Source: an optimization exercise on an open RTL-to-GDS flow (aim: a short achievable clock period and few clock cycles). Production flows keep margins and buffers that such runs may drop. In this exercise RTL edits were held to simulation tests only and were not proved equivalent to the original. Power and IR drop assume default switching activity.

## yrow_delta_integrator
module yrow_delta_integrator #(
  parameter int DATA_W     = 24,
  parameter int ENTRIES    = 5,
  parameter int ADDR_W     = 16
) (
  input  logic                     clk,
  input  logic                     rst_n,
  input  logic                     chng_valid,
  output logic                     chng_ready,
  input  logic [ADDR_W-1:0]        chng_row,
  input  logic [ADDR_W-1:0]        chng_col,
  input  logic [DATA_W-1:0]        chng_real,
  input  logic [DATA_W-1:0]        chng_img,
  input  logic                     filt_EN,
  output logic                     op_rd_req,
  output logic [ADDR_W-1:0]        op_y_row,
  input  logic [ENTRIES*2*DATA_W-1:0] ymem_data,
  input  logic                     yMemDataReady,
  output logic                     op_wr_en,
  output logic [ENTRIES*2*DATA_W-1:0] op_wr_data,
  output logic [2*DATA_W-1:0]      op_yVal1,
  output logic [2*DATA_W-1:0]      op_yVal2,
  output logic                     op_EX_EN,
  input  logic                     exModDone,
  output logic                     op_Done,
  output logic                     op_colErr
);
  localparam int ENT_W = 2 * DATA_W;
  localparam int ROW_W = ENTRIES * ENT_W;
  logic               held_q, chng_ready_q, op_rd_req_q, op_ex_en_q, ex_wait_q;
  logic               op_done_q, op_col_err_q;
  logic [ADDR_W-1:0]  op_y_row_q;
  logic [ENTRIES-1:0] cur_sel_q, cur_nsel_q, cur_sel_im_q;
  logic [DATA_W-1:0]  cur_re_q, cur_im_q;
  logic [ENTRIES-1:0] in_sel_s;
  logic               in_good_s, take_s, push_s, free_s, start_s, held_d, rd_d;
  always_comb begin
  ...
export LEC_CHECK = 0
export CAP_MARGIN = 20
export CORE_MARGIN = 2
export CORE_UTILIZATION = 45
export PLACE_DENSITY = 0.85
export SETUP_SLACK_MARGIN = 4.0
export SLEW_MARGIN = 20
export SYNTH_HIERARCHICAL = 1
export SYNTH_MINIMUM_KEEP_SIZE = 0
create_clock -name core_clock -period 6.0 [get_ports {clk}]
run.sh (not shown) runs the stock make flow with config.mk's settings and CLKGATE_MAP_FILE= SYNTH_SCRIPT=/design/flow/synth_recipe.tcl, a recipe that flattens the netlist after the stock synthesis.
Testbench counts at the start, summed over its fixed seeds: cycles 18,617.
Next try:
CORE_UTILIZATION = 40   (was 45)
PLACE_DENSITY = 0.75   (was 0.85)
SETUP_SLACK_MARGIN = 4.5   (was 4.0)
What happened: Critical path depth is lower by 1. Core utilization is lower by 9.5 points. Total power is lower by 3.9%. Non-clock buffer count is lower by 50. Register-to-register slack gains 30 ps. Clock-buffer cell count is higher by 9.
Next try:
CORE_UTILIZATION = 50   (was 40)
SETUP_SLACK_MARGIN = 4.0   (was 4.5)
Outcome: Area after synthesis is unchanged. Core utilization climbs by 19 points. Critical path depth climbs by 1. Count of clock-buffer cells in the layout drops by 5. Via count climbs by 9.3%. Clock skew barely changes. Setup slack is worse by 210 ps. Total power climbs by 3.3%. Non-clock buffer count climbs by 51.


## fjord
yrow_delta_integrator again, from the RTL that the note above started with.
clock: 6.0 ns
lec_check: 0
cap_margin: 20
core_margin: 2
core_utilization: 45
place_density: 0.75
setup_slack_margin: 4.0
slew_margin: 20
synth_hierarchical: 1
synth_minimum_keep_size: 0
Testbench counts of fjord, summed over its fixed seeds: cycles 18,617.
Modified inputs, pepper compared to fjord
-- flow/config.mk --
<<< fjord, line 10
export CORE_UTILIZATION = 45
>>> pepper, line 10
export CORE_UTILIZATION = 40
==> comparison <==
- Compared to fjord, pepper has violation count after the first detailed-route iteration about 1% higher.
- Comparing pepper with fjord, the count of inserted antenna diode cells came out essentially unchanged.
- Worst voltage drop across the vdd grid on pepper is ahead of fjord.
- On combinational fraction of design power: between pepper and fjord, it ends up lower for pepper.
- [compare] base=fjord new=pepper: vias after detailed routing stayed essentially flat, die area went up about 12%, tapcell count now larger, multi-input gate area in the final layout now smaller.
- pepper vs. fjord: ratio of final minimum period to clock period went up by 0.64 points.

static timing again, ports no longer ideal:
Ports are ideal in the flow. The routed layouts listed here were re-timed in OpenROAD.
Step 1 assumes that a clkbuf_16 drives the clock port and a buf_2 every other input.
Step 2 times the ports against the registers' clock, not the clock port: input delays grow and output delays shrink by t, the midpoint of the rising clock arrivals with the driver on.
Slacks: ideal / step 1 / step 2; pairs: ideal / step 1.
| run | shift t [ns] | setup slack, ns | hold slack, ns | worst setup path after step 2 | clock arrival spread, ns |
|---|---|---|---|---|---|
| the first run of note 1 | 0.719 | 3.393 / 3.393 / 2.695 | 0.447 / 0.447 / 0.447 | input to register | 0.038 / 0.038 |
| the second run of note 1 | 0.730 | 3.390 / 3.418 / 2.687 | 0.465 / 0.465 / 0.465 | input to register | 0.045 / 0.045 |
| the third run of note 1 | 0.700 | 3.180 / 3.180 / 2.541 | 0.471 / 0.471 / 0.471 | input to register | 0.045 / 0.045 |
| fjord | 0.734 | 3.477 / 3.500 / 2.780 | 0.468 / 0.468 / 0.468 | input to register | 0.022 / 0.022 |
| pepper | 0.728 | 3.439 / 3.470 / 2.743 | 0.431 / 0.431 / 0.431 | input to register | 0.031 / 0.031 |
After both steps every run listed still meets setup and hold. For the second run of note 1, which loses most, drivers alone change the setup slack by +0.028 ns; drivers and shift together by -0.703 ns.
